Context: an optimization exercise on an open-source flow, tuned for small area and a short achievable clock period. The choices shown serve that exercise and are no tape-out recipe. The RTL was checked by simulation tests, not by an equivalence proof against the original design. Power is estimated from default activity; no workload was simulated.

===== flow/config.mk =====
export PLATFORM = sky130hd
export DESIGN_NAME = riscv_ex_mem_wb
export DESIGN_NICKNAME = riscv_ex_mem_wb
export VERILOG_FILES = /design/flow/design.v
export SDC_FILE = /design/flow/constraint.sdc
export NUM_CORES = 4
export LEC_CHECK = 0
export CAP_MARGIN = 20
export CORE_MARGIN = 2
export CORE_UTILIZATION = 40
export CTS_CLUSTER_DIAMETER = 80
export CTS_CLUSTER_SIZE = 26
export SETUP_SLACK_MARGIN = 3.2
export SLEW_MARGIN = 20

===== flow/constraint.sdc =====
create_clock -name core_clock -period 7.2 [get_ports {clk}]
set_input_delay 1.4400 -clock core_clock [delete_from_list [all_inputs] [get_ports {clk}]]
set_output_delay 1.4400 -clock core_clock [all_outputs]
set_load 0.01 [all_outputs]

===== flow/design.v =====
module riscv_ex_mem_wb #(
   parameter int DMEM_WORDS = 64
) (
   input  logic        clk,
   input  logic        reset,
   input  logic [31:0] PC_ID,
   input  logic [31:0] IMM_ID,
   input  logic [31:0] REG_DATA1_ID,
   input  logic [31:0] REG_DATA2_ID,
   input  logic [2:0]  FUNCT3_ID,
   input  logic [6:0]  FUNCT7_ID,
   input  logic [6:0]  OPCODE_ID,
   input  logic [4:0]  RD_ID,
   input  logic [4:0]  RS1_ID,
   input  logic [4:0]  RS2_ID,
   output logic        IF_ID_write,
   output logic        PC_write,
   output logic        PCSrc,
   output logic [31:0] PC_Branch,
   output logic        RegWrite_WB,
   output logic [31:0] ALU_DATA_WB,
   output logic [4:0]  RD_WB
);
   localparam int AW  = $clog2(DMEM_WORDS);
   localparam int LO  = (AW + 1) / 2;      
   localparam int HI  = AW - LO;           
   localparam int NLO = 1 << LO;
   localparam int NHI = 1 << HI;
   localparam logic [6:0] OP_R  = 7'b0110011;
   localparam logic [6:0] OP_I  = 7'b0010011;
   localparam logic [6:0] OP_LW = 7'b0000011;
   localparam logic [6:0] OP_SW = 7'b0100011;
   localparam logic [6:0] OP_BR = 7'b1100011;
   logic        id_wr, id_ld, id_st, id_br, id_bne, id_imm_sel, uses_rs2;
   logic        id_add, id_sub, id_and, id_or, id_xor, id_slt, id_sll, id_srl;
   logic [31:0] id_a, id_b;
   logic        stall, load_id;
   logic        idex_wr, idex_wa, idex_ld, idex_st, idex_br, idex_bne;
   logic        idex_sub, idex_and, idex_or, idex_xor, idex_slt, idex_sh, idex_srl, idex_tgo;
   logic        idex_hz;                  
   logic        fa_ex, fa_wb, fb_ex, fb_wb, ob_ex, ob_wb;
   logic [31:0] idex_a, idex_b, idex_opb;
   logic [4:0]  idex_rd;
   logic [31:0] fwd_a, fwd_b, alu_b, alu_res, sum, sh_in, sh_out;
   logic        slt, taken;
   logic        exmem_wr, exmem_ld, exmem_st, pcsrc_q, squash;
   logic [31:0] exmem_alu, exmem_store;
   logic [NHI-1:0] rd_hi, wr_hi;
   logic [NLO-1:0] wd_lo;      
   logic [4:0]  exmem_rd;
   logic [31:0]          dmem [DMEM_WORDS];
   logic [DMEM_WORDS-1:0] dvalid;
   logic [31:0]          load_data;
   logic                 rw_q;
   logic [31:0]          memwb_data;
   logic [4:0]           memwb_rd;
   always_comb begin
      id_wr = 1'b0; id_ld = 1'b0; id_st = 1'b0; id_br = 1'b0; id_bne = 1'b0;
      id_imm_sel = 1'b0;
      id_add = 1'b0; id_sub = 1'b0; id_and = 1'b0; id_or = 1'b0; id_xor = 1'b0;
      id_slt = 1'b0; id_sll = 1'b0; id_srl = 1'b0;
      case (OPCODE_ID)
         OP_R: begin
            id_wr = 1'b1;
            case (FUNCT3_ID)
               3'b000:  if (FUNCT7_ID == 7'b0100000) id_sub = 1'b1; else id_add = 1'b1;
               3'b111:  id_and = 1'b1;
               3'b110:  id_or  = 1'b1;
               3'b100:  id_xor = 1'b1;
               3'b010:  id_slt = 1'b1;
               3'b001:  id_sll = 1'b1;
               3'b101:  id_srl = 1'b1;
               default: id_wr  = 1'b0;
            endcase
         end
         OP_I: begin
            id_wr      = 1'b1;
            id_imm_sel = 1'b1;
            case (FUNCT3_ID)
               3'b000:  id_add = 1'b1;
               3'b111:  id_and = 1'b1;
               3'b110:  id_or  = 1'b1;
               3'b100:  id_xor = 1'b1;
               3'b010:  id_slt = 1'b1;
               default: id_wr  = 1'b0;
            endcase
         end
         OP_LW: begin
            id_imm_sel = 1'b1;
            id_add     = 1'b1;
            if (FUNCT3_ID == 3'b010) begin
               id_wr = 1'b1;
               id_ld = 1'b1;
            end
         end
         OP_SW: begin
            id_imm_sel = 1'b1;
            id_add     = 1'b1;
            id_st      = (FUNCT3_ID == 3'b010);
         end
         OP_BR: begin
            id_br  = (FUNCT3_ID == 3'b000) || (FUNCT3_ID == 3'b001);
            id_bne = FUNCT3_ID[0];
         end
         default: ;
      endcase
   end
   always_comb begin
      uses_rs2    = (OPCODE_ID == OP_R) || (OPCODE_ID == OP_SW) || (OPCODE_ID == OP_BR);
      stall       = idex_hz && ((idex_rd == RS1_ID) || (uses_rs2 && (idex_rd == RS2_ID)));
      load_id     = !(pcsrc_q || squash || stall);
      IF_ID_write = !stall;
      PC_write    = !stall;
      id_a        = (RegWrite_WB && (RD_WB == RS1_ID)) ? ALU_DATA_WB : REG_DATA1_ID;
      id_b        = (RegWrite_WB && (RD_WB == RS2_ID)) ? ALU_DATA_WB : REG_DATA2_ID;
   end
   always_ff @(posedge clk or negedge reset) begin
      if (!reset) begin
         idex_wr <= 1'b0; idex_wa <= 1'b0; idex_ld <= 1'b0; idex_st <= 1'b0;
         idex_br <= 1'b0; idex_hz <= 1'b0;
         fa_ex <= 1'b0; fa_wb <= 1'b0; fb_ex <= 1'b0; fb_wb <= 1'b0;
         ob_ex <= 1'b0; ob_wb <= 1'b0;
         exmem_wr <= 1'b0; exmem_ld <= 1'b0; exmem_st <= 1'b0;
         pcsrc_q <= 1'b0; squash <= 1'b0; rw_q <= 1'b0;
         rd_hi <= '0; wr_hi <= '0;
      end else begin
         idex_wr <= load_id && id_wr;
         idex_wa <= load_id && id_wr && !id_ld;
         idex_ld <= load_id && id_ld;
         idex_st <= load_id && id_st;
         idex_br <= load_id && id_br;
         idex_hz <= load_id && id_ld && (RD_ID != 5'd0) && !pcsrc_q &&
                    !(idex_br && taken);
         fa_ex <= (RS1_ID != 5'd0) && idex_wa && !pcsrc_q && (idex_rd == RS1_ID);
         fa_wb <= (RS1_ID != 5'd0) && exmem_wr && (exmem_rd == RS1_ID);
         fb_ex <= (RS2_ID != 5'd0) && idex_wa && !pcsrc_q && (idex_rd == RS2_ID);
         fb_wb <= (RS2_ID != 5'd0) && exmem_wr && (exmem_rd == RS2_ID);
         ob_ex <= !id_imm_sel && (RS2_ID != 5'd0) && idex_wa && !pcsrc_q && (idex_rd == RS2_ID);
         ob_wb <= !id_imm_sel && (RS2_ID != 5'd0) && exmem_wr && (exmem_rd == RS2_ID);
         exmem_wr <= idex_wr && !pcsrc_q;
         exmem_ld <= idex_ld && !pcsrc_q;
         exmem_st <= idex_st && !pcsrc_q;
         pcsrc_q  <= idex_br && !pcsrc_q && taken;
         squash   <= pcsrc_q;
         rw_q     <= exmem_wr && (exmem_rd != 5'd0);
         for (int k = 0; k < NHI; k++) begin
            rd_hi[k] <= idex_ld && !pcsrc_q && (sum[2+LO +: HI] == k[HI-1:0]);
            wr_hi[k] <= idex_st && !pcsrc_q && (sum[2+LO +: HI] == k[HI-1:0]);
         end
      end
   end
   always_ff @(posedge clk) begin
      idex_bne <= id_bne;
      idex_sub <= id_sub || id_slt;
      idex_and <= id_and;
      idex_or  <= id_or;
      idex_xor <= id_xor;
      idex_slt <= id_slt;
      idex_sh  <= id_sll || id_srl;
      idex_srl <= id_srl;
      idex_a   <= id_a;
      idex_b   <= id_b;
      idex_tgo <= id_br;
      idex_opb <= id_br ? PC_ID + IMM_ID : id_imm_sel ? IMM_ID : id_b;
      idex_rd  <= RD_ID;
   end
   always_comb begin
      fwd_a = fa_ex ? exmem_alu : fa_wb ? ALU_DATA_WB : idex_a;
      fwd_b = fb_ex ? exmem_alu : fb_wb ? ALU_DATA_WB : idex_b;
      alu_b = ob_ex ? exmem_alu : ob_wb ? ALU_DATA_WB : idex_opb;
      sum   = fwd_a + (alu_b ^ {32{idex_sub}}) + {31'd0, idex_sub};
      slt   = (fwd_a[31] ^ alu_b[31]) ? fwd_a[31] : sum[31];
      for (int i = 0; i < 32; i++) sh_in[i] = idex_srl ? fwd_a[31-i] : fwd_a[i];
      sh_out = sh_in << alu_b[4:0];
      if (idex_and)      alu_res = fwd_a & alu_b;
      else if (idex_or)  alu_res = fwd_a | alu_b;
      else if (idex_xor) alu_res = fwd_a ^ alu_b;
      else if (idex_slt) alu_res = {31'd0, slt};
      else if (idex_tgo) alu_res = idex_opb;
      else if (idex_sh)  for (int i = 0; i < 32; i++) alu_res[i] = idex_srl ? sh_out[31-i] : sh_out[i];
      else               alu_res = sum;
      taken = idex_bne ^ (fwd_a == fwd_b);
   end
   always_ff @(posedge clk) begin
      exmem_alu    <= alu_res;
      exmem_store  <= fwd_b;
      exmem_rd     <= idex_rd;
      for (int k = 0; k < NLO; k++) wd_lo[k] <= (sum[2 +: LO] == k[LO-1:0]);
   end
   assign PCSrc     = pcsrc_q;
   assign PC_Branch = exmem_alu;
   always_comb begin
      load_data = '0;
      for (int i = 0; i < DMEM_WORDS; i++)
         if (rd_hi[i/NLO] && wd_lo[i%NLO] && dvalid[i]) load_data = load_data | dmem[i];
   end
   for (genvar i = 0; i < DMEM_WORDS; i++) begin : g_word
      always_ff @(posedge clk or negedge reset) begin
         if (!reset)                                     dvalid[i] <= 1'b0;
         else if (wr_hi[i/NLO] && wd_lo[i%NLO])              dvalid[i] <= 1'b1;
      end
      always_ff @(posedge clk) begin
         if (wr_hi[i/NLO] && wd_lo[i%NLO]) dmem[i] <= exmem_store;
      end
   end
   always_ff @(posedge clk) begin
      memwb_data <= load_data | (exmem_ld ? 32'd0 : exmem_alu);
      memwb_rd   <= exmem_rd;
   end
   assign RegWrite_WB = rw_q;
   assign ALU_DATA_WB = memwb_data;
   assign RD_WB       = memwb_rd;
endmodule

===== flow/run.sh =====
#!/bin/bash
# synth_recipe.tcl (not shown) runs the flow's synth.tcl, then flattens the netlist and writes it again
# the make line also repeats each setting of config.mk as NAME=value (left out here)
make -C /OpenROAD-flow-scripts/flow DESIGN_CONFIG=/design/flow/config.mk WORK_HOME=/design/flow/orfs CLKGATE_MAP_FILE= SYNTH_SCRIPT=/design/flow/synth_recipe.tcl finish

==> results of run 1 <==
cells by family (layout without fill, tap and decap cells):
kind of cell / count (synthesis) / in the layout
other cells: 0 / 26
fa+ha+maj: 127 / 127
xor+xnor: 148 / 148
compound gates: 1584 / 1584
flops: 2369 / 2369
mux: 328 / 328
simple gates: 1079 / 1079
buf+inv: 497 / 878
where the power goes:
part           leakage [nW]  internal [mW]  switching, mW  total, mW
clock network          2.06           3.83           4.90       8.72
registers              21.6           15.0          0.575       15.6
logic                  12.0          0.770           1.25       2.02
through the flow:
stage	instance area [sq um]	total power, mW	utilization	setup WS (ps)	hold slack [ps]
2_1_floorplan	94500	16.4	-	3180	373
3_3_place_gp	102000	17.7	0.432	1770	415
3_5_place_dp	102000	17.7	0.433	1860	398
4_1_cts	107000	26.2	0.455	3160	411
5_1_grt	107000	26.8	0.457	3080	433
6_report	108000	26.3	0.458	2910	409
final timing paths:
| check | start | to | slack [ps] | cells past startpoint |
|---|---|---|---|---|
| hold / removal | exmem_rd[3] | memwb_rd[3] | 410 | 0 |
| setup / recovery | wd_lo[5] | memwb_data[31] | 2910 | 6 |
| setup reg to reg | wd_lo[5] | memwb_data[31] | 2910 | 6 |
| max in group asynchronous | reset | dvalid[28] | 5520 | 2 |
| min in group asynchronous | reset | fa_ex | 530 | 1 |
| hold reg to reg | exmem_rd[3] | memwb_rd[3] | 410 | 0 |
cell type report:
cell class | instances | area, sq um
tap | 3150 | 3940
multi-input combinational | 3266 | 25000
clock inverter | 52 | 815
antenna | 26 | 65.1
timing repair buffer | 561 | 5190
sequential | 2369 | 68500
fill | 20416 | 127000
clock buffer | 164 | 3510
inverter | 101 | 438
state kept, by name, summed over array words and instances, names as in the netlist, 5 cells and up:
register and flops:
exmem_store 32, rd_hi 8, idex_b 32, idex_opb 32, dmem 2048, idex_rd 5
memwb_rd 5, dvalid 64, idex_a 32, wd_lo 8, exmem_alu 32, exmem_rd 5
wr_hi 8, memwb_data 32
cell usage in the layout, fill, tap and decap left out, types with 22 or more instances in the layout:
master           instances
or2_2                   72
edfxtp_1              2048
and3_2                  65
o21ai_0                121
nand2_1                201
nor2_1                 215
and2_2                  63
nor2b_1                 49
nand3_1                 74
mux4_2                  28
buf_4                  289
nand4_1                191
dfrtp_1                 91
dfxtp_4                 22
nor4_1                  37
o21a_1                  27
a22oi_1                469
mux2_2                  79
a221oi_1               257
inv_1                   75
clkbuf_1                28
xnor2_1                110
clkdlybuf4s50_1        214
a21oi_2                 22
dfxtp_1                184
clkbuf_16              136
nor3_1                  25
a22o_1                 251
ha_1                   111
diode_2                 26
a222oi_1                37
buf_12                  27
xor2_1                  33
mux2i_1                205
a21o_1                  32
a21oi_1                172
repair_timing:
action                                 CTS  global route
resized for setup                      184            91
pin swaps                               21            20
hold buffers                             0             0
endpoints found under the hold margin    0             0
setup endpoints to repair               52            47
gates cloned                             0             0
buffers inserted                        41            19
routing by layer:
layer  wire [microns]  GRT usage
met5               96          0
met4            38200      0.248
met3            64600      0.107
met2           197000      0.551
met1           159000      0.476
==> flow_metrics.tcl, run 1 <==
set metrics [dict create \
    status "timing/DRC/antenna clean" \
    die_w_microns 490 \
    num_vias 68006 \
    ant_nets 0 \
    yosys.area.top_type_share 0.651 \
    cts_buffers 132 \
    nets 6720 \
    viasPerCell 7.02 \
    fin_crit_ps 4290 \
    hold_viol 0 \
    ys_types 81 \
    worstPathRequired_ps 7720 \
    yosys.area_share.simple 0.0591 \
    grt_overflow 0 \
    worstSetupPathType "reg2reg" \
    insertion_delay_ps 870 \
    synth_compound_area_frac 0.125 \
    yosys.area_share.xor_xnor 0.0137 \
    ir_drop_mv 0.272 \
    synth_most_common_cell "edfxtp_1" \
    max_freq_ghz 0.233 \
    finalClockSkew_ps 65.4 \
    grt_pass1_vias 61752 \
    syn_area_sq_um 94500 \
    cts_tree "done" \
    globalplace.congestion 1.01 \
    syn_inst 6132 \
    initial_core_util 0.402 \
    worst_pin_slew_ps 1290 \
    grt_pass1_wl_mm 598 \
    synth-adder-area-share 0.0170 \
    ys.flop_type "edfxtp_1" \
    tns_ps 0 \
    path_cells "and3_2 -> buf_4 -> a221oi_1 -> nand4_1 -> nor4_1 -> nand4_1" \
    async_flop_share 0.0409 \
    syn2layout_area_growth_pct 13.8 \
    crit_fanout 16 \
    critical_path.max_stage_delay_ps 870 \
    worst_path_max_delay_cell "nor4_1" \
    syn_avg_cell_area_sq_um 15.4 \
    setup_viol 0 \
    rows 178 \
    antenna_found_initial 29 \
    rsz0062_at_grt "yes" \
    final_cells 9689 \
    synth_common_cells "edfxtp_1, a22oi_1, clkbuf_1" \
    drive_above_1_share 0.159 \
    power_leakage_nw 35.7 \
    slew_headroom 0.139 \
    worstSetupEndpointType "flop" \
    grt_max_degree 76 \
    die_area_sq_um 240000 \
    min_path_type "reg2reg" \
    portBuffers 234 \
    dp_hpwl_mm 277 \
    synth_warnings 2 \
    drc 0 \
    slew_violations 0 \
    crit_family "simple AND/OR/NAND/NOR gates" \
    synth.area.top_cells "edfxtp_1, dfxtp_1, a22oi_1" \
    die_y_microns 490 \
    yosys.area.top_type "edfxtp_1" \
    critPathArrivalTime_ps 4820 \
    clock_path_buffers 3 \
    synth-seq-cells 2369 \
    crit_top_cell "nand4_1" \
    place_inst 9386 \
    synth_top_family_by_area "compound AO/OA/AOI/OAI gates" \
    maxCapViolCount 0 \
    clkSlewWorstSetupHoldPaths_ps 100 \
    drt_pass1_iterations 9 \
    ios 235 \
    drt_iter0_drc 13679 \
    crit_path_start_kind "flop" \
    cts_max_level 4 \
    syn-num-nets 6421 \
    finalWirelength_mm 459 \
    root_buffer "clkbuf_16" \
    clock_sinks 2369 \
    ys_seq_area_frac 0.724 \
    grt.total_usage 0.372 \
    path_buf_inv 1 \
    synthMuxAreaShare 0.0401 \
    power_density_nw_per_um2 245 \
    period_share 0.596 \
    synth_edf_count 2048 \
    coreArea_sq_um 235000 \
    wl_per_cell_microns 47.4 \
]
==> inputs of run 2 (changes only) <==
==> flow/flow/run.sh (new file) <==
#!/bin/bash
# The standard layout, with plain buffers (buf_2) on the ports instead of the delay-cell
# buffers buffer_ports picks by default. Every port still gets its own buffer.
set -euo pipefail
export BUFFER_PORTS_ARGS="-buffer_cell sky130_fd_sc_hd__buf_2"
bash standard.sh > standard_flow.log 2>&1
==> flow/standard.sh (new file) <==
#!/bin/bash
# synth_recipe.tcl (not shown) runs the flow's synth.tcl, then flattens the netlist and writes it again
# the make line also repeats each setting of config.mk as NAME=value (left out here)
make -C /OpenROAD-flow-scripts/flow DESIGN_CONFIG=/design/flow/config.mk WORK_HOME=/design/flow/orfs CLKGATE_MAP_FILE= SYNTH_SCRIPT=/design/flow/synth_recipe.tcl "${@:-finish}"
--- a/flow/config.mk
+++ b/flow/config.mk
@@ -7,7 +7,7 @@
 export LEC_CHECK = 0
 export CAP_MARGIN = 20
 export CORE_MARGIN = 2
-export CORE_UTILIZATION = 40
+export CORE_UTILIZATION = 55
 export CTS_CLUSTER_DIAMETER = 80
 export CTS_CLUSTER_SIZE = 26
 export SETUP_SLACK_MARGIN = 3.2
removed: flow/run.sh
==> run 2 against run 1 <==
Still clean. Register-to-register slack improved by 140 ps. Via count grew 0.15%. Total power decreased by 3.2%. Worst setup slack improved by 140 ps. Critical path depth increased by 1. Cell count decreased by 9.3%. Non-clock buffer count is 10 higher. Die area shrank 27%. Largest cell class unchanged. Largest power group unchanged. Highest routed layer unchanged.
==> flow_metrics.tcl, run 2 <==
set metrics [dict create \
    setup_viol 0 \
    rrSetupSlack_ps 3040 \
    period_share 0.578 \
    synth_common_cells "edfxtp_1, a22oi_1, clkbuf_1" \
    largest_register_ffs 2048 \
    clkSlewWorstSetupHoldPaths_ps 100 \
    status "timing/DRC/antenna clean" \
    grt_pass1_wl_mm 571 \
    clock_path_buffers 3 \
    syn_area_sq_um 94500 \
    ys_types 81 \
    regMostFlops "dmem" \
    syn-num-nets 6421 \
    dp_hpwl_mm 260 \
    grt_pass1_vias 61346 \
    clock_sinks 2369 \
    ant_nets 0 \
    antenna_found_initial 43 \
    top_usage_layer "met2" \
    tns_ps 0 \
    cts_buffers 116 \
    worst_pin_slew_ps 1340 \
    min_path_type "reg2reg" \
    rows 152 \
    ios 235 \
    synth_most_common_cell "edfxtp_1" \
    postPlaceCellArea_sq_um 99200 \
    max_freq_ghz 0.240 \
    critPathArrivalTime_ps 4770 \
    synth.area.top_cells "edfxtp_1, dfxtp_1, a22oi_1" \
    synth_warnings 2 \
    grt_max_degree 65 \
    globalplace.congestion 1.02 \
    finalWirelength_mm 440 \
    cts_max_level 3 \
    nets 6714 \
    viasPerCell 7.75 \
    syn2layout_area_growth_pct 10.8 \
    grtUsageMet1 0.611 \
    async_flop_share 0.0409 \
    maxCapViolCount 0 \
    syn_avg_cell_area_sq_um 15.4 \
    ir_drop_mv 0.293 \
    power_leakage_nw 35.5 \
    layout_common_cells "edfxtp_1, a22oi_1, buf_4" \
    drt_pass1_iterations 10 \
    ys_seq_area_frac 0.724 \
    insertion_delay_ps 880 \
    slew_headroom 0.105 \
    mostFrequentLayoutCell "edfxtp_1" \
    die_w_microns 418 \
    worstPathRequired_ps 7810 \
    rsz0062_at_grt "yes" \
    yosys.area.top_type "edfxtp_1" \
    wl_per_cell_microns 50.0 \
    reg_top3 "dmem x2048, dvalid x64" \
    slew_violations 0 \
    num_vias 68106 \
    initial_core_util 0.552 \
    drive_above_1_share 0.188 \
    met2_usage 0.729 \
    die_area_sq_um 175000 \
    grt_overflow 0 \
    synth_edf_count 2048 \
    portBuffers 234 \
    use_met3 0.179 \
    worstSetupEndpointType "flop" \
    cts_tree "done" \
    hold_viol 0 \
    synth-seq-cells 2369 \
    ys.flop_type "edfxtp_1" \
    coreArea_sq_um 171000 \
    die_y_microns 418 \
    root_buffer "clkbuf_16" \
    worstSetupPathType "reg2reg" \
    drt_iter0_drc 13686 \
    fin_crit_ps 4160 \
    crit_path_start_kind "flop" \
    crit_fanout 16 \
    syn_inst 6132 \
    finalClockSkew_ps 110 \
    grt.total_usage 0.498 \
    drc 0 \
    power_density_nw_per_um2 243 \
    fin_area_sq_um 105000 \
    yosys.area.top_type_share 0.651 \
]
## run 2: per-layer routing
layer	wire length, microns	up-vias
met3	69300	1880
met4	42400	38
li1	-	25133
met5	280	-
met2	187000	6900
met1	140000	34155
## run 2: area by class of cell
type	instances	area, sq um
Tap cell	2233	2790
Clock buffer	178	3260
Sequential cell	2369	68500
Antenna cell	26	65.1
Multi-Input combinational cell	3266	25000
Clock inverter	40	567
Fill cell	12830	66400
Inverter	101	447
Timing Repair Buffer	571	4040
## run 2: kinds of logic (layout without fill, tap and decap cells)
logic type / Yosys count / count (layout) / share of synthesized area
other: 0 / 26 / 0
buffers and inverters: 497 / 890 / 0.0206
adders and majority gates: 127 / 127 / 0.0170
and+or+nand+nor: 1079 / 1079 / 0.0591
xor gates and xnor gates: 148 / 148 / 0.0137
muxes: 328 / 328 / 0.0401
DFF: 2369 / 2369 / 0.724
AOI/OAI and AO/OA: 1584 / 1584 / 0.125
## run 2: through the flow
step	hold WS (ps)	worst slack, ps	total power, mW	std cells	util
global route	419	3110	25.9	8765	0.612
finish	415	3040	25.5	8784	0.612
global placement	401	2100	17.6	8460	0.580
CTS	412	3070	25.2	8708	0.606
detailed placement	396	2110	17.5	8460	0.580
floorplan	373	3180	16.4	6132	-
## run 2: worst max-delay path: stages, from the launching register on
cell and delay (ps):
dfxtp_1 620, and3_2 690, buf_4 440, buf_4 290
a222oi_1 400, nand4_1 210, nor4_1 830, nand4_1 390
## run 2: power by group
part,total (mW),switching [mW],internal [mW]
Sequential,15.6,0.581,15.0
Combinational,1.90,1.25,0.644
Clock,7.99,4.59,3.40
## run 2: final timing paths
| path | start | to | cells after the start |
|---|---|---|---|
| worst min register to register | exmem_rd[3] | memwb_rd[3] | 0 |
| worst max register to register | wd_lo[6] | memwb_data[25] | 7 |
| worst min-delay path | exmem_rd[3] | memwb_rd[3] | 0 |
| min in group asynchronous | reset | dvalid[46] | 1 |
| worst max-delay path | wd_lo[6] | memwb_data[25] | 7 |
| max in group asynchronous | reset | fa_ex | 2 |
## run 2: repair_timing
item                       in CTS  in global routing
cloned                          2                  1
setup endpoints to repair      52                 47
pin swaps                       6                 27
hold buffers                    0                  0
buffers inserted               28                 47
gates resized for setup        90                109
==> inputs of run 3 (changes only) <==
--- a/flow/config.mk
+++ b/flow/config.mk
@@ -7,7 +7,7 @@
 export LEC_CHECK = 0
 export CAP_MARGIN = 20
 export CORE_MARGIN = 2
-export CORE_UTILIZATION = 55
+export CORE_UTILIZATION = 40
 export CTS_CLUSTER_DIAMETER = 80
 export CTS_CLUSTER_SIZE = 26
 export SETUP_SLACK_MARGIN = 3.2
==> run 3 against run 2 <==
Still clean. Sequential cell count unchanged. Clock power up 1%. Clock skew up 3.3 ps. Worst setup slack better by 95 ps. Worst hold slack worse by 16 ps. Largest power group unchanged.
==> flow_metrics.tcl, run 3 <==
set metrics [dict create \
    syn_inst 6132 \
    worstSetupEndpointType "flop" \
    drt_pass1_iterations 6 \
    synth_most_common_cell "edfxtp_1" \
    drc 0 \
    n_fill_cell 20499 \
    fin_crit_ps 4060 \
    holdBufCountCts 0 \
    die_y_microns 490 \
    crit_top_cell "buf_4" \
    place_inst 9410 \
    synth-seq-cells 2369 \
    rsz0062_at_grt "yes" \
    syn_area_sq_um 94500 \
    r2r_cells 16 \
    coreArea_sq_um 235000 \
    regMostFlops "dmem" \
    grt_max_degree 67 \
    synth_edf_count 2048 \
    clkSlewWorstSetupHoldPaths_ps 100 \
    insertion_delay_ps 870 \
    clock_sinks 2369 \
    syn2layout_area_growth_pct 12.2 \
    dpl_worst_slack_ps 1660 \
    clock_path_buffers 3 \
    crit_path_start_kind "flop" \
    finalWirelength_mm 457 \
    viasPerCell 6.94 \
    worstSetupPathType "reg2reg" \
    path_buf_inv 4 \
    ant_nets 0 \
    largest_register_ffs 2048 \
    nets 6730 \
    crit_family "compound AO/OA/AOI/OAI gates" \
    cts_buffers 117 \
    wl_per_cell_microns 47.0 \
    regArea_sq_um 68500 \
    critPathArrivalTime_ps 4840 \
    ys.flop_type "edfxtp_1" \
    wl_met3_mm 65.7 \
    initial_core_util 0.402 \
    portBuffers 234 \
    period_share 0.565 \
    multi_input_area_sq_um 25000 \
    finalClockSkew_ps 113 \
    setup_viol 0 \
    layout_common_cells "edfxtp_1, a22oi_1, buf_4" \
    globalplace.congestion 1.03 \
    die_w_microns 490 \
    drt_iter0_drc 12795 \
    cts_tree "done" \
    wl_met1_mm 163 \
    grt_overflow 0 \
    final_cells 9725 \
    ys_seq_area_frac 0.724 \
    crit_cells 16 \
    grt.total_usage 0.369 \
    crit_fanout 21 \
    ys_types 81 \
    grt_pass1_wl_mm 593 \
    rows 178 \
    yosys.area.top_type "edfxtp_1" \
    cts_max_level 3 \
    num_vias 67522 \
    highest_layer "met5" \
    crit_start "fa_ex" \
    ir_drop_mv 0.263 \
    status "timing/DRC/antenna clean" \
    synth_common_cells "edfxtp_1, a22oi_1, clkbuf_1" \
    r2r-start "fa_ex" \
    slew_violations 0 \
    synth.area.top_cells "edfxtp_1, dfxtp_1, a22oi_1" \
    path_cells "buf_4 -> buf_16 -> o21a_1 -> buf_4 -> inv_1 -> ha_2 -> nand3_1 -> nor2_2 -> and4_1 -> a311oi_4 -> a31oi_4 -> o221ai_1 -> a21oi_1 -> xnor2_1 -> a221oi_1 -> o21bai_1" \
    mostFrequentLayoutCell "edfxtp_1" \
    cp-endpoint "exmem_alu[30]" \
    worst_path_max_delay_cell "dfrtp_4" \
    grt_pass1_vias 61292 \
    rrSetupSlack_ps 3140 \
    hold_viol 0 \
    dr_wl_met2_mm 195 \
    tns_ps 0 \
    critical_path.max_stage_delay_ps 500 \
    yosys.area.top_type_share 0.651 \
    synth_warnings 2 \
    reg_top3 "dmem x2048, dvalid x64" \
    min_path_type "reg2reg" \
    die_area_sq_um 240000 \
    drive_above_1_share 0.189 \
    max_freq_ghz 0.246 \
    power_leakage_nw 35.6 \
    syn-num-nets 6421 \
    ios 235 \
    worstPathRequired_ps 7970 \
    async_flop_share 0.0409 \
    setup_slack_ps 3140 \
    worst_pin_slew_ps 1270 \
    antenna_found_initial 47 \
    maxCapViolCount 0 \
    dp_hpwl_mm 277 \
    root_buffer "clkbuf_16" \
    r2r-end "exmem_alu[30]" \
    slew_headroom 0.152 \
    power_density_nw_per_um2 242 \
    syn_avg_cell_area_sq_um 15.4 \
]
-- run 3: cell counts after synthesis --
Identical to the previous run, type by type.
-- run 3: kinds of logic after synthesis --
logic type / after synthesis / share of synthesized area
adder cells (fa/ha/maj): 127 / 0.0170
XOR/XNOR: 148 / 0.0137
flip-flops: 2369 / 0.724
buffers and inverters: 497 / 0.0206
multiplexers: 328 / 0.0401
AND/OR/NAND/NOR: 1079 / 0.0591
AO/OA/AOI/OAI: 1584 / 0.125
-- run 3: worst min-delay path by stage --
stage | cells after the start | start | end
floorplan | 0 | idex_rd[0] | exmem_rd[0]
global placement | 0 | idex_rd[4] | exmem_rd[4]
detailed placement | 0 | idex_rd[4] | exmem_rd[4]
CTS | 0 | idex_rd[4] | exmem_rd[4]
global route | 0 | idex_rd[4] | exmem_rd[4]
finish | 0 | idex_rd[4] | exmem_rd[4]
-- run 3: power by group --
part,switching [mW],internal [mW]
clock,4.76,3.31
sequential,0.490,15.0
combinational,1.38,0.671
-- run 3: what timing repair did --
| action | CTS | global route |
|---|---|---|
| endpoints found under the hold margin | 0 | 0 |
| resized for setup | 81 | 99 |
| setup endpoints to repair | 61 | 52 |
| setup buffers | 41 | 21 |
| pin swaps | 10 | 21 |
-- run 3: metrics by stage --
stage | instance area (sq um) | hold WS [ps] | power, mW | util
floorplan | 94500 | 373 | 16.4 | -
global placement | 101000 | 391 | 17.7 | 0.428
detailed placement | 101000 | 386 | 17.7 | 0.428
CTS | 105000 | 396 | 25.5 | 0.448
global route | 106000 | 406 | 26.1 | 0.451
finish | 106000 | 399 | 25.6 | 0.451
-- run 3: layout make-up --
cell class / instances / share of cell area
Antenna cell: 31 / 0.000732
Timing Repair Buffer: 586 / 0.0395
Tap cell: 3150 / 0.0372
Sequential cell: 2369 / 0.647
Clock buffer: 182 / 0.0306
Inverter: 101 / 0.00411
Clock inverter: 40 / 0.00580
Multi-Input combinational cell: 3266 / 0.235
-- run 3: routing by layer --
metal,GRT usage,up-vias
met5,0,-
met4,0.210,26
met3,0.107,1420
met2,0.546,6210
met1,0.486,34723
li1,-,25143
==> inputs of run 4 (changes only) <==
--- a/flow/design.v
+++ b/flow/design.v
@@ -31,6 +31,25 @@
    localparam logic [6:0] OP_LW = 7'b0000011;
    localparam logic [6:0] OP_SW = 7'b0100011;
    localparam logic [6:0] OP_BR = 7'b1100011;
+   function automatic logic [31:0] add32(input logic [31:0] a, input logic [31:0] b,
+                                         input logic cin);
+      logic [31:0] x, g, p;
+      int          j;
+      x = a ^ b;
+      g = a & b;
+      p = x;
+      g[0] = g[0] | (p[0] & cin);
+      for (int l = 0; l < 5; l++) begin
+         for (int i = 0; i < 32; i++) begin
+            if (((i >> l) & 1) == 1) begin
+               j    = ((i >> l) << l) - 1;
+               g[i] = g[i] | (p[i] & g[j]);
+               p[i] = p[i] & p[j];
+            end
+         end
+      end
+      add32 = x ^ {g[30:0], cin};
+   endfunction
    logic        id_wr, id_ld, id_st, id_br, id_bne, id_imm_sel, uses_rs2;
    logic        id_add, id_sub, id_and, id_or, id_xor, id_slt, id_sll, id_srl;
    logic [31:0] id_a, id_b;
@@ -161,14 +180,14 @@
       idex_a   <= id_a;
       idex_b   <= id_b;
       idex_tgo <= id_br;
-      idex_opb <= id_br ? PC_ID + IMM_ID : id_imm_sel ? IMM_ID : id_b;
+      idex_opb <= id_br ? add32(PC_ID, IMM_ID, 1'b0) : id_imm_sel ? IMM_ID : id_b;
       idex_rd  <= RD_ID;
    end
    always_comb begin
       fwd_a = fa_ex ? exmem_alu : fa_wb ? ALU_DATA_WB : idex_a;
       fwd_b = fb_ex ? exmem_alu : fb_wb ? ALU_DATA_WB : idex_b;
       alu_b = ob_ex ? exmem_alu : ob_wb ? ALU_DATA_WB : idex_opb;
-      sum   = fwd_a + (alu_b ^ {32{idex_sub}}) + {31'd0, idex_sub};
+      sum   = add32(fwd_a, alu_b ^ {32{idex_sub}}, idex_sub);
       slt   = (fwd_a[31] ^ alu_b[31]) ? fwd_a[31] : sum[31];
       for (int i = 0; i < 32; i++) sh_in[i] = idex_srl ? fwd_a[31-i] : fwd_a[i];
       sh_out = sh_in << alu_b[4:0];
==> flow/flow/run.sh (replaced) <==
#!/bin/bash
# The standard layout, with two changes to how it is made:
#  - plain buffers (buf_2) on the ports instead of the delay-cell buffers buffer_ports picks
#    by default (every port still gets its own buffer);
#  - no adder-cell mapping in synthesis (ADDER_MAP_FILE empty), so ABC maps the RTL's
#    prefix adders itself. Registers are untouched by this.
set -euo pipefail
export BUFFER_PORTS_ARGS="-buffer_cell sky130_fd_sc_hd__buf_2"
export ADDER_MAP_FILE=""
bash standard.sh > standard_flow.log 2>&1
--- a/flow/config.mk
+++ b/flow/config.mk
@@ -10,5 +10,5 @@
 export CORE_UTILIZATION = 40
 export CTS_CLUSTER_DIAMETER = 80
 export CTS_CLUSTER_SIZE = 26
-export SETUP_SLACK_MARGIN = 3.2
+export SETUP_SLACK_MARGIN = 3.3
 export SLEW_MARGIN = 20
==> run 4 against run 3 <==
Still clean. Count of clock-buffer cells in the layout down 32. Worst hold slack worse by 54 ps. Wire length is 6.0% lower. Non-clock buffer count is 36 lower. Die area fell by 0.95%. Sequential power barely moved.
==> flow_metrics.tcl, run 4 <==
set metrics [dict create \
    worst_pin_slew_ps 1300 \
    r2r_cells 7 \
    worstSetupPathType "reg2reg" \
    power_density_nw_per_um2 241 \
    grt_overflow 0 \
    die_area_sq_um 238000 \
    setup_slack_ps 3170 \
    wl_per_cell_microns 45.2 \
    syn_area_sq_um 93600 \
    max_freq_ghz 0.248 \
    fin_crit_ps 4030 \
    period_share 0.559 \
    worstSetupEndpointType "flop" \
    synth_most_common_cell "edfxtp_1" \
    syn-num-nets 6288 \
    syn_inst 6126 \
    die_y_microns 488 \
    worstPathRequired_ps 7700 \
    grt_pass1_vias 60063 \
    path_cells "and3_2 -> buf_4 -> a22o_1 -> a221oi_1 -> nand4_1 -> nor4_2 -> nand4_1" \
    coreArea_sq_um 233000 \
    ios 235 \
    crit_start "wd_lo[4]" \
    viasPerCell 6.99 \
    rsz0062_at_grt "yes" \
    r2r-start "wd_lo[4]" \
    dpl_worst_slack_ps 2360 \
    largest_register_ffs 2048 \
    status "timing/DRC/antenna clean" \
    finalClockSkew_ps 132 \
    drc 0 \
    insertion_delay_ps 890 \
    total_power_mw 25.2 \
    use_met3 0.112 \
    crit_top_cell "nand4_1" \
    top_usage_layer "met2" \
    place_inst 9242 \
    crit_fanout 16 \
    critPathArrivalTime_ps 4520 \
    globalplace.congestion 0.957 \
    num_vias 66461 \
    path_buf_inv 1 \
    slew_headroom 0.132 \
    ys_seq_area_frac 0.731 \
    setup_viol 0 \
    min_path_type "reg2reg" \
    critical_path.max_stage_delay_ps 770 \
    root_buffer "clkbuf_16" \
    regMostFlops "dmem" \
    mostFrequentLayoutCell "edfxtp_1" \
    initial_core_util 0.402 \
    ys.flop_type "edfxtp_1" \
    synth.area.top_cells "edfxtp_1, dfxtp_1, a22oi_1" \
    grt_max_degree 65 \
    crit_family "simple AND/OR/NAND/NOR gates" \
    finalWirelength_mm 429 \
    synth_edf_count 2048 \
    crit_path_start_kind "flop" \
    hold_viol 0 \
    holdBufCountCts 0 \
    maxCapViolCount 0 \
    rows 177 \
    yosys.area.top_type_share 0.657 \
    drive_above_1_share 0.194 \
    synth-seq-cells 2369 \
    ir_drop_mv 0.213 \
    clkSlewWorstSetupHoldPaths_ps 90 \
    reg_top3 "dmem x2048, dvalid x64" \
    clock_sinks 2369 \
    dp_hpwl_mm 252 \
    drt_pass1_iterations 8 \
    yosys.area.top_type "edfxtp_1" \
    syn_avg_cell_area_sq_um 15.3 \
    die_w_microns 488 \
    drt_iter0_drc 12637 \
    grt_pass1_wl_mm 560 \
    met2_usage 0.530 \
    portBuffers 234 \
    async_flop_share 0.0409 \
    nets 6539 \
    antenna_found_initial 43 \
    grt.total_usage 0.352 \
    crit_cells 7 \
    synth_common_cells "edfxtp_1, a22oi_1, clkbuf_1" \
    synth_warnings 2 \
    tns_ps 0 \
    ant_nets 0 \
    cts_buffers 119 \
    ys_types 91 \
    slew_violations 0 \
    grtUsageMet1 0.443 \
    power_leakage_nw 33.9 \
    hold_depth 0 \
    cts_max_level 3 \
    syn2layout_area_growth_pct 11.8 \
    hp-start "idex_rd[3]" \
    worst_path_max_delay_cell "nor4_2" \
    clock_path_buffers 3 \
    layout_common_cells "edfxtp_1, a22oi_1, buf_4" \
    cts_tree "done" \
    final_cells 9509 \
]
-- run 4: timing repair --
| action | in CTS | in global routing |
|---|---|---|
| gates resized for setup | 119 | 118 |
| pin swaps | 20 | 32 |
| buffers inserted | 31 | 22 |
| endpoints found under the setup margin | 56 | 36 |
| cloned | 1 | 2 |
-- run 4: metal layers --
layer	up-vias	routed length, microns
met4	52	33900
met5	-	394
met3	1479	63500
met2	6016	185000
met1	33894	146000
li1	25020	-
-- run 4: kinds of logic (layout without fill, tap and decap cells) --
family | Yosys count | after routing | share of synthesized area
DFF | 2369 | 2369 | 0.731
AOI/OAI and AO/OA | 1660 | 1660 | 0.132
and+or+nand+nor | 1186 | 1186 | 0.0648
buffers and inverters | 444 | 767 | 0.0193
muxes | 254 | 254 | 0.0328
xor gates and xnor gates | 179 | 179 | 0.0168
adders and majority gates | 34 | 34 | 0.00369
other | 0 | 17 | 0
-- run 4: layout make-up --
cell class                 count  area (sq um)
sequential                  2369         68500
antenna                       17          42.5
clock inverter                43           619
clock buffer                 150          3120
fill                       20304        128000
tap                         3043          3810
multi-input combinational   3313         24400
timing repair buffer         550          3970
inverter                      24          96.3
-- run 4: worst paths after layout --
kind                                   to  slack [ps]
max                        memwb_data[15]        3170
min                           exmem_rd[3]         350
max reg2reg                memwb_data[15]        3170
min reg2reg                   exmem_rd[3]         350
max in group asynchronous           ob_ex        5130
min in group asynchronous      dvalid[28]         530
-- run 4: worst reg2reg max path, stage by stage (launching register included) --
cell,delay (ps)
dfxtp_1,580
and3_2,540
buf_4,370
a22o_1,340
a221oi_1,220
nand4_1,210
nor4_2,770
nand4_1,650
-- run 4: per-stage QoR --
step,util,cell area [sq um],hold WS (ps)
after detailed placement,0.426,99200,388
final,0.450,105000,345
after global placement,0.426,99100,389
after global routing,0.450,105000,367
after CTS,0.446,104000,366
after floorplan,-,93600,373
-- run 4: report_power, final --
| group | switching, mW | internal, mW |
|---|---|---|
| Clock | 4.69 | 3.27 |
| Combinational | 1.08 | 0.594 |
| Sequential | 0.546 | 15.0 |
| Total | 6.32 | 18.9 |
==> inputs of run 5 (changes only) <==
--- a/flow/config.mk
+++ b/flow/config.mk
@@ -10,5 +10,5 @@
 export CORE_UTILIZATION = 40
 export CTS_CLUSTER_DIAMETER = 80
 export CTS_CLUSTER_SIZE = 26
-export SETUP_SLACK_MARGIN = 3.3
+export SETUP_SLACK_MARGIN = 3.6
 export SLEW_MARGIN = 20
==> run 5 against run 4 <==
Still clean. Global-route usage grew 0.29 points. Worst setup slack lost 72 ps. Wire length grew 1.0%. Worst hold slack gained 52 ps. Sequential share of layout area shrank 1.3 points. Sequential power is essentially flat. Critical path depth grew 7. Total power grew 1.4%. Die area is the same. Count of clock-buffer cells in the layout grew 15. Critical path type unchanged. Largest power group unchanged. Highest routed layer unchanged.
==> flow_metrics.tcl, run 5 <==
set metrics [dict create \
    status "timing/DRC/antenna clean" \
    synth_edf_count 2048 \
    swShare 0.252 \
    p_comb_frac 0.073 \
    layout_common_cells "edfxtp_1, a22oi_1, buf_4" \
    synth_compound_area_frac 0.132 \
    place_inst 9236 \
    syn-num-nets 6288 \
    ir_drop_mv 0.224 \
    globalplace.congestion 0.954 \
    ys_types 91 \
    viasPerCell 6.98 \
    grt_max_degree 66 \
    synth-adder-area-share 0.00369 \
    min_path_type "reg2reg" \
    pwr-share-clk 0.318 \
    async_flop_share 0.0409 \
    worst_pin_slew_ps 1270 \
    die_w_microns 488 \
    antenna_found_initial 30 \
    maxCapViolCount 0 \
    synth_top_family_by_area "compound AO/OA/AOI/OAI gates" \
    coreArea_sq_um 233000 \
    synth_common_cells "edfxtp_1, a22oi_1, clkbuf_1" \
    finalClockSkew_ps 74.8 \
    worstSetupEndpointType "flop" \
    insertion_delay_ps 860 \
    cts_tree "done" \
    ys_seq_area_frac 0.731 \
    dpl_worst_slack_ps 2120 \
    p_seq_frac 0.609 \
    power_leakage_nw 34.9 \
    setup_slack_ps 3100 \
    grt_overflow 0 \
    synth.area.top_cells "edfxtp_1, dfxtp_1, a22oi_1" \
    total_switching_power_mw 6.45 \
    holdBufCountCts 0 \
    max_freq_ghz 0.244 \
    cts_buffers 116 \
    yosys.area_share.simple 0.0648 \
    setup_viol 0 \
    dp_hpwl_mm 251 \
    fin_area_sq_um 107000 \
    largest_register_ffs 2048 \
    drc 0 \
    regMostFlops "dmem" \
    nets 6638 \
    rsz0062_at_grt "yes" \
    yosys.area_share.xor_xnor 0.0168 \
    clkSlewWorstSetupHoldPaths_ps 90 \
    die_y_microns 488 \
    synth_most_common_cell "edfxtp_1" \
    final_cells 9631 \
    crit_fanout 37 \
    portBuffers 234 \
    internal_power_mw 19.1 \
    initial_core_util 0.402 \
    syn_area_sq_um 93600 \
    fin_crit_ps 4100 \
    yosys.area.top_type_share 0.657 \
    total_power_mw 25.6 \
    finalWirelength_mm 434 \
    slew_violations 0 \
    syn_avg_cell_area_sq_um 15.3 \
    hold_viol 0 \
    reg_top3 "dmem x2048, dvalid x64" \
    synth_warnings 2 \
    root_buffer "clkbuf_16" \
    power_density_nw_per_um2 240 \
    clock_sinks 2369 \
    syn2layout_area_growth_pct 14.1 \
    critPathArrivalTime_ps 4880 \
    die_area_sq_um 238000 \
    n_fill_cell 20210 \
    slew_headroom 0.153 \
    clock_path_buffers 3 \
    period_share 0.569 \
    regArea_sq_um 68500 \
    drt_iter0_drc 12148 \
    yosys.area.top_type "edfxtp_1" \
    ys.flop_type "edfxtp_1" \
    crit_path_start_kind "flop" \
    tns_ps 0 \
    wl_per_cell_microns 45.0 \
    grt_pass1_vias 60748 \
    ios 235 \
    worstSetupPathType "reg2reg" \
    synth-seq-cells 2369 \
    mostFrequentLayoutCell "edfxtp_1" \
    syn_inst 6126 \
    postPlaceCellArea_sq_um 99300 \
    grt_pass1_wl_mm 565 \
    cts_max_level 3 \
    grt.total_usage 0.355 \
    drive_above_1_share 0.225 \
    multi_input_area_sq_um 25400 \
    ant_nets 0 \
    rows 177 \
    synthMuxAreaShare 0.0328 \
    num_vias 67183 \
    drt_pass1_iterations 8 \
    worstPathRequired_ps 7980 \
]
==> run 5: changes by cell type in the layout (fill, tap and decap cells not counted), sizes merged <==
cell and change:
buf +101, clkbuf +14, diode +8, clkinv -5, bufinv +3, inv -2
bufbuf +1, clkinvlp +1, o21ai +1
==> run 5: logic make-up after synthesis <==
| logic type | after synthesis |
|---|---|
| AOI/OAI and AO/OA | 1660 |
| DFF | 2369 |
| and+or+nand+nor | 1186 |
| buffers and inverters | 444 |
| adders and majority gates | 34 |
| muxes | 254 |
| xor gates and xnor gates | 179 |
==> run 5: critical path: stages, from the launching register on <==
cell and delay (ps):
dfxtp_1 700, nand2_1 190, o21ai_2 110, buf_8 310
xnor2_1 160, or3_4 370, a211oi_4 290, a211oi_4 130
o22a_2 320, o21a_4 230, a22oi_2 200, o2bb2ai_2 90
or3_1 370, a311o_1 350, a21oi_1 160
==> run 5: per-layer routing <==
layer	vias to the layer above	routed length, microns	share of wire	GRT usage
met5	-	193	0.00044	0.00204
met4	24	35500	0.082	0.233
met3	1461	62300	0.14	0.107
met2	6107	187000	0.43	0.532
met1	34348	149000	0.34	0.446
li1	25243	-	-	-
==> run 5: power by group through the flow <==
stage	clock [mW]	sequential [mW]	combinational (mW)
global route	8.52	15.6	1.96
CTS	8.07	15.6	1.71
floorplan	0	15.6	0.762
global placement	0	15.8	1.54
detailed placement	0	15.9	1.53
finish	8.12	15.6	1.88
==> run 5: cell type report <==
type	count	area share
multi-input cells	3314	0.238
repair buffers	651	0.0474
diodes	25	0.000586
inverters	24	0.000902
well taps	3043	0.0357
clock inverters	40	0.00620
clock buffers	165	0.0297
flip-flops and latches	2369	0.642
==> run 5: repair_timing <==
action / CTS / global route
pin swaps: 88 / 95
cloned: 5 / 0
setup buffers: 115 / 43
endpoints found under the setup margin: 77 / 66
resized for setup: 323 / 174
==> run 5: path summary, 6_finish.rpt <==
| kind | startpoint | endpoint | slack, ps | cells past startpoint |
|---|---|---|---|---|
| worst min-delay path | idex_rd[0] | exmem_rd[0] | 400 | 0 |
| worst max register to register | exmem_alu[4] | exmem_alu[26] | 3100 | 14 |
| worst max-delay path | exmem_alu[4] | exmem_alu[26] | 3100 | 14 |
| worst min register to register | idex_rd[0] | exmem_rd[0] | 400 | 0 |
| max in group asynchronous | reset | fa_ex | 5230 | 2 |
| min in group asynchronous | reset | dvalid[51] | 650 | 1 |
==> run 5: through the flow <==
step,hold slack [ps],utilization
2_1_floorplan,373,-
3_3_place_gp,388,0.427
3_5_place_dp,389,0.427
4_1_cts,401,0.453
5_1_grt,409,0.459
6_report,398,0.459
==> inputs of run 6 (changes only) <==
--- a/flow/config.mk
+++ b/flow/config.mk
@@ -5,10 +5,11 @@
 export SDC_FILE = /design/flow/constraint.sdc
 export NUM_CORES = 4
 export LEC_CHECK = 0
+export ABC_AREA = 1
 export CAP_MARGIN = 20
 export CORE_MARGIN = 2
 export CORE_UTILIZATION = 40
 export CTS_CLUSTER_DIAMETER = 80
 export CTS_CLUSTER_SIZE = 26
-export SETUP_SLACK_MARGIN = 3.6
+export SETUP_SLACK_MARGIN = 3.45
 export SLEW_MARGIN = 20
==> run 6 against run 5 <==
Still clean. Global-route usage shrank 2.2 points. First-iteration DRC count shrank 5.2%. Synthesized area grew 1.1%. Synthesized cell count grew 24%. Cell count grew 15%. Worst hold slack gained 2.0 ps. Sequential power is essentially flat. Critical endpoint is now PC_write. Largest cell class unchanged. Largest power group unchanged.
==> flow_metrics.tcl, run 6 <==
set metrics [dict create \
    status "timing/DRC/antenna clean" \
    ant_nets 0 \
    path_cells "buf_6 -> nor2_4 -> and3_4 -> inv_4 -> nor2_4 -> inv_2 -> nor2_4 -> inv_2 -> nor2_4 -> o21ai_2 -> nand2_2 -> nand2_4 -> buf_6" \
    swShare 0.245 \
    hold_viol 0 \
    drt_iter0_drc 11515 \
    rsz0062_at_grt "yes" \
    final_cells 11105 \
    power_density_nw_per_um2 236 \
    dp_hpwl_mm 256 \
    r2r_cells 9 \
    slew_violations 0 \
    r2r-end "memwb_data[26]" \
    clkSlewWorstSetupHoldPaths_ps 90 \
    setup_viol 0 \
    pwr-share-clk 0.323 \
    period_share 0.573 \
    rrSetupSlack_ps 3360 \
    hp-start "idex_rd[2]" \
    syn_avg_cell_area_sq_um 12.5 \
    crit_path_start_kind "input port" \
    cts_tree "done" \
    grt_pass1_vias 64748 \
    syn_area_sq_um 94600 \
    largest_register_ffs 2048 \
    wl_per_cell_microns 37.1 \
    mostFrequentLayoutCell "edfxtp_1" \
    clock_sinks 2369 \
    ys_seq_area_frac 0.723 \
    crit_top_cell "nor2_4" \
    async_flop_share 0.0409 \
    place_inst 10869 \
    rows 178 \
    syn_inst 7589 \
    crit_fanout 3 \
    ys_types 64 \
    grt.total_usage 0.333 \
    fin_crit_ps 4130 \
    portBuffers 234 \
    die_y_microns 490 \
    initial_core_util 0.402 \
    syn2layout_area_growth_pct 11.0 \
    viasPerCell 6.31 \
    root_buffer "clkbuf_16" \
    internal_power_mw 18.8 \
    total_switching_power_mw 6.09 \
    ir_drop_mv 0.210 \
    crit_family "simple AND/OR/NAND/NOR gates" \
    worst_pin_slew_ps 1210 \
    grt_overflow 0 \
    layout_common_cells "edfxtp_1, nand2_1, nand3_1" \
    grt_pass1_wl_mm 552 \
    cp-endpoint "PC_write" \
    insertion_delay_ps 870 \
    syn-num-nets 7751 \
    worstPathRequired_ps 5760 \
    min_path_type "reg2reg" \
    coreArea_sq_um 235000 \
    yosys.area.top_type_share 0.650 \
    reg_top3 "dmem x2048, dvalid x64" \
    n_fill_cell 21533 \
    tns_ps 0 \
    worstSetupPathType "in2out" \
    nets 8019 \
    regMostFlops "dmem" \
    maxCapViolCount 0 \
    synth_common_cells "edfxtp_1, nand2_1, nand3_1" \
    ios 235 \
    die_area_sq_um 240000 \
    ys.flop_type "edfxtp_1" \
    critPathArrivalTime_ps 2690 \
    crit_cells 13 \
    synth_warnings 2 \
    worstSetupEndpointType "primary output" \
    synth.area.top_cells "edfxtp_1, nand2_1, dfxtp_1" \
    r2r-start "rd_hi[6]" \
    yosys.area.top_type "edfxtp_1" \
    synth-seq-cells 2369 \
    cts_buffers 117 \
    drt_pass1_iterations 7 \
    p_comb_frac 0.061 \
    grt_max_degree 65 \
    power_leakage_nw 37.7 \
    slew_headroom 0.183 \
    path_buf_inv 5 \
    worst_path_max_delay_cell "and3_4" \
    max_freq_ghz 0.242 \
    globalplace.congestion 0.995 \
    finalClockSkew_ps 112 \
    die_w_microns 490 \
    drc 0 \
    synth_edf_count 2048 \
    finalWirelength_mm 412 \
    synth_most_common_cell "edfxtp_1" \
    antenna_found_initial 28 \
    critical_path.max_stage_delay_ps 250 \
    drive_above_1_share 0.126 \
    clock_path_buffers 3 \
    p_seq_frac 0.616 \
    cts_max_level 3 \
    num_vias 70051 \
    crit_start "OPCODE_ID[2]" \
]
==> run 6: worst min-delay path by stage <==
| stage | depth (start not counted) | end |
|---|---|---|
| 2_1_floorplan | 0 | exmem_rd[2] |
| 3_3_place_gp | 0 | memwb_rd[1] |
| 3_5_place_dp | 0 | exmem_rd[2] |
| 4_1_cts | 0 | exmem_rd[2] |
| 5_1_grt | 0 | exmem_rd[3] |
| 6_report | 0 | exmem_rd[2] |
==> run 6: power groups by stage <==
stage / Clock, mW / Combinational, mW / Sequential [mW]
6_report: 8.02 / 1.52 / 15.3
5_1_grt: 8.46 / 1.62 / 15.3
4_1_cts: 8.02 / 1.44 / 15.3
3_5_place_dp: 0 / 1.43 / 15.6
3_3_place_gp: 0 / 1.43 / 15.6
2_1_floorplan: 0 / 0.671 / 15.5
==> run 6: worst reg2reg max path, stage by stage, from the launching register on <==
cell and delay (ps):
dfrtp_1 560, nand3_1 180, inv_2 210, buf_4 360, a22o_1 400, a2111oi_1 400
clkdlybuf4s18_2 320, nand4_1 100, nor3_1 600, nand3_1 400
==> run 6: kinds of logic (layout without fill, tap and decap cells) <==
group	after synthesis	after routing	share of synthesized area
compound gates	1346	1346	0.0994
xor+xnor	54	54	0.00500
buf+inv	856	1205	0.0360
flops	2369	2369	0.723
other cells	0	17	0
simple gates	2964	2964	0.137
==> run 6: layout make-up <==
cell class / count / area, sq um / share of cell area
timing repair buffer: 501 / 3460 / 0.0330
tap: 3150 / 3940 / 0.0375
clock buffer: 160 / 3180 / 0.0302
sequential: 2369 / 68500 / 0.652
antenna: 17 / 42.5 / 0.000405
clock inverter: 40 / 626 / 0.00596
inverter: 502 / 2020 / 0.0193
timing repair inverter: 2 / 10.0 / 0.0000953
multi-input combinational: 4364 / 23300 / 0.221
==> run 6: timing repair <==
item	in CTS	in global routing
resized for setup	36	66
setup buffers	7	8
hold buffers	0	0
endpoints found under the hold margin	0	0
cloned	1	1
setup endpoints to repair	59	60
pin swaps	6	9
==> run 6: metal layers <==
layer	GRT usage	vias to the layer above	wire length (microns)
li1	-	28339	-
met1	0.434	35100	149000
met2	0.502	5447	179000
met3	0.0913	1145	54300
met4	0.188	20	29400
met5	0	-	348
==> run 6: metrics by stage <==
step | util | instance area (sq um) | power, mW | setup WS (ps) | hold slack (ps)
final | 0.447 | 105000 | 24.8 | 3070 | 400
after global routing | 0.446 | 105000 | 25.4 | 3000 | 408
after CTS | 0.445 | 105000 | 24.8 | 2970 | 396
after detailed placement | 0.428 | 101000 | 17.0 | 2630 | 383
after global placement | 0.427 | 101000 | 17.0 | 2610 | 378
after floorplan | - | 94600 | 16.2 | 3220 | 351
==> inputs of run 7 (changes only) <==
--- a/flow/config.mk
+++ b/flow/config.mk
@@ -5,7 +5,6 @@
 export SDC_FILE = /design/flow/constraint.sdc
 export NUM_CORES = 4
 export LEC_CHECK = 0
-export ABC_AREA = 1
 export CAP_MARGIN = 20
 export CORE_MARGIN = 2
 export CORE_UTILIZATION = 40
@@ -13,3 +12,4 @@
 export CTS_CLUSTER_SIZE = 26
 export SETUP_SLACK_MARGIN = 3.45
 export SLEW_MARGIN = 20
+export TNS_END_PERCENT = 10
==> run 7 against run 6 <==
Still clean. Register-to-register slack lost 350 ps. Worst setup slack lost 61 ps. Count of clock-buffer cells in the layout is the same. Synthesized area shrank 1.1%. Fmax shrank 1.4%. Sequential share of layout area grew 0.41 points. Synthesized cell count shrank 19%. Cell count shrank 14%. Sequential cell count is the same. Die area shrank 1.1%. Highest routed layer unchanged.
==> flow_metrics.tcl, run 7 <==
set metrics [dict create \
    cts_buffers 114 \
    drt_iter0_drc 12458 \
    globalplace.congestion 1.01 \
    path_cells "and3_2 -> buf_4 -> a22o_1 -> a221oi_1 -> nand4_1 -> nor4_1 -> nand4_1" \
    rsz0062_at_grt "yes" \
    nets 6542 \
    crit_top_cell "nand4_1" \
    hold_depth 0 \
    power_leakage_nw 33.9 \
    syn_inst 6126 \
    fin_crit_ps 4190 \
    period_share 0.582 \
    ir_drop_mv 0.212 \
    min_path_type "reg2reg" \
    holdBufCountCts 0 \
    syn_avg_cell_area_sq_um 15.3 \
    portBuffers 234 \
    multi_input_area_sq_um 24300 \
    rows 177 \
    synth_edf_count 2048 \
    yosys.area.top_type_share 0.657 \
    grt_pass1_vias 59283 \
    r2r_cells 7 \
    status "timing/DRC/antenna clean" \
    die_area_sq_um 238000 \
    drc 0 \
    clock_sinks 2369 \
    worst_pin_slew_ps 1260 \
    synth_most_common_cell "edfxtp_1" \
    setup_viol 0 \
    yosys.area.top_type "edfxtp_1" \
    r2r-start "wd_lo[1]" \
    synth.area.top_cells "edfxtp_1, dfxtp_1, a22oi_1" \
    tns_ps 0 \
    root_buffer "clkbuf_16" \
    grt_overflow 0 \
    max_freq_ghz 0.239 \
    setup_slack_ps 3010 \
    regMostFlops "dmem" \
    hp-start "idex_rd[1]" \
    hold_viol 0 \
    insertion_delay_ps 870 \
    total_power_mw 25.0 \
    worstSetupPathType "reg2reg" \
    place_inst 9241 \
    worstPathRequired_ps 7630 \
    reg_top3 "dmem x2048, dvalid x64" \
    grt_pass1_wl_mm 555 \
    slew_headroom 0.163 \
    regArea_sq_um 68500 \
    mostFrequentLayoutCell "edfxtp_1" \
    coreArea_sq_um 233000 \
    grt_max_degree 65 \
    rrSetupSlack_ps 3010 \
    n_fill_cell 20333 \
    cts_max_level 3 \
    synth_warnings 2 \
    ios 235 \
    fin_area_sq_um 104000 \
    num_vias 66153 \
    syn-num-nets 6288 \
    crit_path_start_kind "flop" \
    die_w_microns 488 \
    maxCapViolCount 0 \
    dpl_worst_slack_ps 2250 \
    initial_core_util 0.402 \
    final_cells 9514 \
    ys.flop_type "edfxtp_1" \
    hold-path-endpoint "exmem_rd[1]" \
    slew_violations 0 \
    worstSetupEndpointType "flop" \
    clkSlewWorstSetupHoldPaths_ps 90 \
    synth_common_cells "edfxtp_1, a22oi_1, clkbuf_1" \
    power_density_nw_per_um2 239 \
    drt_pass1_iterations 7 \
    viasPerCell 6.95 \
    cts_tree "done" \
    finalClockSkew_ps 115 \
    clock_path_buffers 3 \
    critical_path.max_stage_delay_ps 700 \
    finalWirelength_mm 425 \
    grt.total_usage 0.348 \
    antenna_found_initial 32 \
    hold_slack_ps 396 \
    ys_types 91 \
    die_y_microns 488 \
    syn2layout_area_growth_pct 11.6 \
    drive_above_1_share 0.190 \
    worst_path_max_delay_cell "and3_2" \
    critPathArrivalTime_ps 4610 \
    dp_hpwl_mm 248 \
    r2r-end "memwb_data[3]" \
    syn_area_sq_um 93600 \
    wl_per_cell_microns 44.7 \
    postPlaceCellArea_sq_um 99200 \
    ant_nets 0 \
    ys_seq_area_frac 0.731 \
    layout_common_cells "edfxtp_1, a22oi_1, buf_4" \
    largest_register_ffs 2048 \
    crit_fanout 16 \
    fin_util 0.449 \
    synth-seq-cells 2369 \
    async_flop_share 0.0409 \
]
==> run 7: changes by cell type after synthesis, moves of 74 or more <==
cell / before / now
and2_1: 2 / 78
mux2i_1: 0 / 140
and3_1: 2 / 76
xnor2_1: 8 / 143
inv_1: 453 / 19
a22o_1: 126 / 252
nor2_1: 368 / 242
nand2_1: 1559 / 244
nand3_1: 618 / 101
mux2_2: 0 / 80
a22oi_1: 553 / 465
a221oi_1: 77 / 257
==> run 7: repair_timing <==
item | CTS | global route
hold endpoints to repair | 0 | 0
pin swaps | 22 | 31
resized for setup | 114 | 76
setup buffers | 37 | 23
cloned | 2 | 2
setup endpoints to repair | 55 | 49
==> run 7: logic make-up after synthesis <==
kind of cell	synth area share
AO/OA/AOI/OAI	0.132
XOR/XNOR	0.0168
adder cells (fa/ha/maj)	0.00369
buffers and inverters	0.0193
flip-flops	0.731
multiplexers	0.0328
AND/OR/NAND/NOR	0.0648
==> run 7: critical path, delay by kind of cell (launching register included) <==
family	cells	cell delay, ps
flops	1	600
buf+inv	1	430
compound gates	2	510
simple gates	4	2210
==> run 7: per-layer routing <==
metal / vias to the layer above / track usage / wire, microns
li1: 25024 / - / -
met1: 33809 / 0.443 / 146000
met2: 6013 / 0.525 / 184000
met3: 1283 / 0.0986 / 60500
met4: 24 / 0.219 / 33900
met5: - / 0.00245 / 225
==> run 7: layout make-up <==
type / count / share of cell area
flip-flops and latches: 2369 / 0.656
multi-input cells: 3313 / 0.232
repair buffers: 558 / 0.0399
well taps: 3043 / 0.0365
clock buffers: 160 / 0.0294
clock inverters: 32 / 0.00461
inverters: 24 / 0.000946
diodes: 15 / 0.000359
==> run 7: how the worst max path moves through the flow <==
stage | to | startpoint | slack, ps
finish | memwb_data[3] | wd_lo[1] | 3010
global route | exmem_alu[26] | ob_wb | 3080
CTS | IF_ID_write | RS2_ID[4] | 3130
detailed placement | exmem_alu[26] | ob_ex | 2250
global placement | exmem_alu[26] | ob_ex | 2150
floorplan | idex_opb[31] | IMM_ID[16] | 3050
==> run 7: where the power goes <==
| group | switching (mW) | internal [mW] |
|---|---|---|
| logic | 1.09 | 0.601 |
| registers | 0.543 | 15.0 |
| clock network | 4.50 | 3.25 |
| total | 6.13 | 18.9 |
==> inputs of run 8 (changes only) <==
--- a/flow/config.mk
+++ b/flow/config.mk
@@ -12,4 +12,3 @@
 export CTS_CLUSTER_SIZE = 26
 export SETUP_SLACK_MARGIN = 3.45
 export SLEW_MARGIN = 20
-export TNS_END_PERCENT = 10
==> run 8 against run 7 <==
Critical endpoint is now exmem_alu[26]. Count of clock-buffer cells in the layout up 13. Worst hold slack better by 2.8 ps. Cell count up 0.85%. Critical path depth up 7. Critical path type unchanged.
==> flow_metrics.tcl, run 8 <==
set metrics [dict create \
    status "timing/DRC/antenna clean" \
    grt_max_degree 66 \
    antenna_found_initial 30 \
    finalClockSkew_ps 74.1 \
    rsz0062_at_grt "yes" \
    ys.flop_type "edfxtp_1" \
    ys_types 91 \
    synth_common_cells "edfxtp_1, a22oi_1, clkbuf_1" \
    dp_hpwl_mm 251 \
    min_path_type "reg2reg" \
    power_leakage_nw 34.5 \
    critPathArrivalTime_ps 4720 \
    ant_nets 0 \
    die_area_sq_um 238000 \
    grt.total_usage 0.352 \
    worst_pin_slew_ps 1250 \
    die_y_microns 488 \
    reg_top3 "dmem x2048, dvalid x64" \
    drt_iter0_drc 13501 \
    globalplace.congestion 1.01 \
    worstSetupEndpointType "flop" \
    syn-num-nets 6288 \
    slew_violations 0 \
    wl_per_cell_microns 44.9 \
    grt_overflow 0 \
    synth_warnings 2 \
    crit_fanout 6 \
    worstSetupPathType "reg2reg" \
    ios 235 \
    crit_path_start_kind "flop" \
    regMostFlops "dmem" \
    hold_viol 0 \
    n_fill_cell 20337 \
    ys_seq_area_frac 0.731 \
    synth_edf_count 2048 \
    drt_pass1_iterations 8 \
    drc 0 \
    worstPathRequired_ps 7970 \
    fin_util 0.456 \
    coreArea_sq_um 233000 \
    ir_drop_mv 0.214 \
    yosys.area.top_type_share 0.657 \
    syn2layout_area_growth_pct 13.3 \
    mostFrequentLayoutCell "edfxtp_1" \
    worst_path_max_delay_cell "dfxtp_1" \
    finalWirelength_mm 431 \
    clkSlewWorstSetupHoldPaths_ps 100 \
    root_buffer "clkbuf_16" \
    cts_buffers 116 \
    syn_inst 6126 \
    max_freq_ghz 0.253 \
    critical_path.max_stage_delay_ps 790 \
    synth-seq-cells 2369 \
    total_power_mw 25.5 \
    portBuffers 234 \
    drive_above_1_share 0.215 \
    cts_max_level 3 \
    largest_register_ffs 2048 \
    syn_avg_cell_area_sq_um 15.3 \
    tns_ps 0 \
    grt_pass1_wl_mm 562 \
    grt_pass1_vias 60405 \
    synth_most_common_cell "edfxtp_1" \
    hold_slack_ps 398 \
    num_vias 67278 \
    fin_crit_ps 3950 \
    initial_core_util 0.402 \
    layout_common_cells "edfxtp_1, a22oi_1, buf_4" \
    async_flop_share 0.0409 \
    power_density_nw_per_um2 240 \
    viasPerCell 7.01 \
    synth.area.top_cells "edfxtp_1, dfxtp_1, a22oi_1" \
    die_w_microns 488 \
    path_cells "mux2i_1 -> a211o_1 -> nand2_1 -> o2bb2ai_1 -> o32ai_4 -> a211oi_4 -> buf_6 -> o22a_4 -> o21ai_4 -> o31ai_2 -> a2bb2oi_2 -> or3_1 -> a311o_1 -> a21oi_1" \
    clock_sinks 2369 \
    slew_headroom 0.161 \
    syn_area_sq_um 93600 \
    rows 177 \
    maxCapViolCount 0 \
    final_cells 9595 \
    nets 6596 \
    cts_tree "done" \
    place_inst 9251 \
    yosys.area.top_type "edfxtp_1" \
    period_share 0.549 \
    clock_path_buffers 3 \
    setup_viol 0 \
    insertion_delay_ps 860 \
]
## run 8: path summary, 6_finish.rpt
check,from,slack [ps],end,cells after the start
setup / recovery,memwb_data[7],3250,exmem_alu[26],14
hold / removal,idex_rd[1],400,exmem_rd[1],0
setup reg to reg,memwb_data[7],3250,exmem_alu[26],14
hold reg to reg,idex_rd[1],400,exmem_rd[1],0
max in group asynchronous,reset,5230,fb_ex,2
min in group asynchronous,reset,640,dvalid[62],1
## run 8: kinds of logic (layout without fill, tap and decap cells)
| group | count (synthesis) | count (layout) | share of synthesized area |
|---|---|---|---|
| DFF | 2369 | 2369 | 0.731 |
| AOI/OAI and AO/OA | 1660 | 1661 | 0.132 |
| and+or+nand+nor | 1186 | 1186 | 0.0648 |
| buffers and inverters | 444 | 846 | 0.0193 |
| muxes | 254 | 254 | 0.0328 |
| xor gates and xnor gates | 179 | 179 | 0.0168 |
| adders and majority gates | 34 | 34 | 0.00369 |
| other | 0 | 23 | 0 |
## run 8: per-layer routing
layer	global-route usage	vias up	wire length, microns
li1	-	25178	-
met1	0.442	33988	144000
met2	0.536	6473	186000
met3	0.0988	1619	63500
met4	0.229	20	37000
met5	0	-	138
## run 8: power breakdown
group | internal, mW | total, mW | leakage, nW | switching [mW]
clock | 3.39 | 8.09 | 1.83 | 4.70
combinational | 0.667 | 1.83 | 11.0 | 1.17
sequential | 15.0 | 15.5 | 21.6 | 0.509
total | 19.1 | 25.5 | 34.5 | 6.38
## run 8: layout make-up
type	instances	area (sq um)	area share
multi-input cells	3314	25100	0.237
diodes	23	57.6	0.000543
clock inverters	40	624	0.00589
clock buffers	173	3210	0.0303
repair buffers	609	4580	0.0432
flip-flops and latches	2369	68500	0.646
well taps	3043	3810	0.0359
inverters	24	96.3	0.000909
## run 8: metrics by stage
step | instance area [sq um] | setup WS [ps]
after global routing | 106000 | 3140
after CTS | 105000 | 3220
after detailed placement | 99300 | 2370
final | 106000 | 3250
after global placement | 99300 | 2360
after floorplan | 93600 | 3050
## run 8: timing repair
item | 4_1_cts | 5_1_grt
setup buffers | 63 | 37
setup endpoints to repair | 52 | 58
hold buffers | 0 | 0
pin swaps | 48 | 57
resized for setup | 208 | 179
cloned | 4 | 2
## run 8: critical path, delay by kind of cell, from the launching register on
kind | cells | cell delay, ps
simple gates | 2 | 540
compound gates | 10 | 2120
buf+inv | 1 | 160
mux | 1 | 240
flops | 1 | 790
